This is an optimization exercise on Yosys and OpenROAD, whose aim is small area, a short achievable clock period and few clock cycles per item, not a production implementation. Only simulation tests tie the RTL to the original design; equivalence was not proved. Power is estimated from default activity; no workload was simulated.

## job 1055
==> flow/design.v (excerpt) <==
module mcm_pipe (
    input  logic         clk,
    input  logic         rst,
    input  logic         in_valid,
    output logic         in_ready,
    input  logic [31:0]  in_x,
    input  logic [4:0]   in_frac,
    input  logic         in_mode,
    output logic         out_valid,
    input  logic         out_ready,
    output logic [255:0] out_y
);
export LEC_CHECK = 0
export CAP_MARGIN = 20
export CORE_MARGIN = 2
export CORE_UTILIZATION = 40
export CTS_BUF_LIST = sky130_fd_sc_hd__clkbuf_4 sky130_fd_sc_hd__clkbuf_8
export SETUP_SLACK_MARGIN = 5
export SLEW_MARGIN = 20
create_clock -name core_clock -period 10.0 [get_ports {clk}]
standard.sh (not shown) runs the stock make flow with config.mk's settings and CLKGATE_MAP_FILE= SYNTH_SCRIPT=/design/flow/synth_recipe.tcl, a recipe that flattens the netlist after the stock synthesis.
==> flow/flow/run.sh <==
#!/bin/bash
set -euo pipefail
cd "$(dirname "$0")/.."
export BUFFER_PORTS_ARGS="-buffer_cell sky130_fd_sc_hd__buf_2"
bash standard.sh > standard_flow.log 2>&1
Testbench counts of job 1055, summed over its fixed seeds: cycles 9,616, items 9,600.
Input-level comparison between job 2303 and job 1055:
==> flow/flow/run.sh <==
#!/bin/bash
set -euo pipefail
cd "$(dirname "$0")/.."
export BUFFER_PORTS_ARGS="-buffer_cell sky130_fd_sc_hd__buf_2"
export SETUP_SLACK_MARGIN=5.8
bash standard.sh > standard_flow.log 2>&1
diff --git a/flow/config.mk b/flow/config.mk
--- a/flow/config.mk
+++ b/flow/config.mk
@@ -10,4 +10,2 @@
 export CORE_UTILIZATION = 40
-export CTS_BUF_LIST = sky130_fd_sc_hd__clkbuf_4 sky130_fd_sc_hd__clkbuf_8
-export SETUP_SLACK_MARGIN = 5
 export SLEW_MARGIN = 20
Results
- Register share of total power: job 2303 vs job 1055 — no meaningful difference
- Job 1055 and job 2303 ended up with nearly the same non-filler instance count after layout.
- | core utilization | job 2303 vs job 1055 | 0.25 points higher |
- | fmax | job 2303 vs job 1055 | 6.2% higher |
- Relative to job 1055, the final cell area reported for job 2303 is higher.
- Diff job 1055 -> job 2303: residual antenna-violating net count after detailed routing essentially unchanged; number of signal-net buffers in the layout increased 10%; clock network fraction of total power decreased 0.7 points.
- On sequential share of layout area, job 1055 and job 2303 are basically level.
- Vias: job 2303 more than job 1055
## Diff of input files: job 6887 against job 2303
==> flow/flow/run.sh <==
#!/bin/bash
set -euo pipefail
cd "$(dirname "$0")/.."
export BUFFER_PORTS_ARGS="-buffer_cell sky130_fd_sc_hd__buf_1"
export SETUP_SLACK_MARGIN=6.3
bash standard.sh > standard_flow.log 2>&1
### Flow results
~same worst hold slack in job 6887 and job 2303
Compared with job 2303, job 6887 is hungrier on power.
Compared job 6887 vs job 2303, and per-cell routed wire length is up in job 6887.
Critical path required time came out lower on job 6887 than on job 2303.
Per the comparison of job 6887 with job 2303, setup slack grew by 0.19 ns; fraction of power consumed by combinational cells increased 2.5 points; clock network fraction of design power has decreased.
The run with more routed wire is job 6887, not job 2303.
Wire length of the first global-routing pass ended up about 0.7% higher on job 6887 than on job 2303.
| post-cts resize count | higher: job 6887 |
--- input diff job 6887..job 3275 ---
==> flow/flow/run.sh <==
#!/bin/bash
set -euo pipefail
cd "$(dirname "$0")/.."
export BUFFER_PORTS_ARGS="-buffer_cell sky130_fd_sc_hd__buf_2"
bash standard.sh > standard_flow.log 2>&1
diff --git a/flow/config.mk b/flow/config.mk
--- a/flow/config.mk
+++ b/flow/config.mk
@@ -10,2 +10,3 @@
 export CORE_UTILIZATION = 40
+export SETUP_SLACK_MARGIN = 5
 export SLEW_MARGIN = 20
==> run notes <==
- In summary, job 3275 completed successfully, with a layout that passed the timing, DRC and antenna checks.
- Comparing job 3275 against job 6887, there is no change at all in H-tree level count.
- Total vias in the final route, job 3275 and job 6887, lower one = job 3275.
- Placed wire-length estimate after detailed placement was higher in job 6887 than in job 3275.
- Job 3275 ended up with met5 as its highest layer used for signal routing; job 6887 ended up with met4.
- Job 6887 and job 3275 ended up with roughly the same clock skew after layout.
- Re clock group share of total power: job 3275 and job 6887 aren't equal, and the higher value belongs to job 3275.
- Run comparison: job 6887 last element of the critical path r_q[1][24]$_DFFE_PP_; job 3275 last element of the critical path r_q[2][40]$_DFFE_PP_
- Job 3275 leaves less setup margin than job 6887.

[what the ideal ports hide]
The flow's constraints put no driver on any port. The routed layouts listed below were extracted and timed again, unchanged, in two steps. Step 1, drivers: a clkbuf_16 drives clk and a buf_2 each remaining input, both assumed. Step 2, shift: input delay + t, output delay - t, t = (earliest + latest rising clock arrival at the registers) / 2. This alone moves slack from input paths to output paths. Slacks: ideal ports / drivers / drivers and shift; pairs: ideal ports / drivers.
| run | t (ns) | setup slack, ns | clock arrival spread, ns | cell pins on the clock port's net |
|---|---|---|---|---|
| job 1055 | 0.752 | 5.783 / 5.783 / 5.496 | 0.025 / 0.025 | 1 |
| job 2303 | 0.638 | 6.029 / 6.027 / 5.489 | 0.020 / 0.020 | 1 |
| job 6887 | 0.629 | 6.220 / 6.220 / 5.854 | 0.018 / 0.019 | 1 |
| job 3275 | 0.633 | 5.802 / 5.802 / 5.499 | 0.021 / 0.021 | 1 |
After both steps every run listed still meets setup and hold. The setup slack of job 2303, which loses most, moves by -0.002 ns with the drivers and by -0.540 ns with both steps.
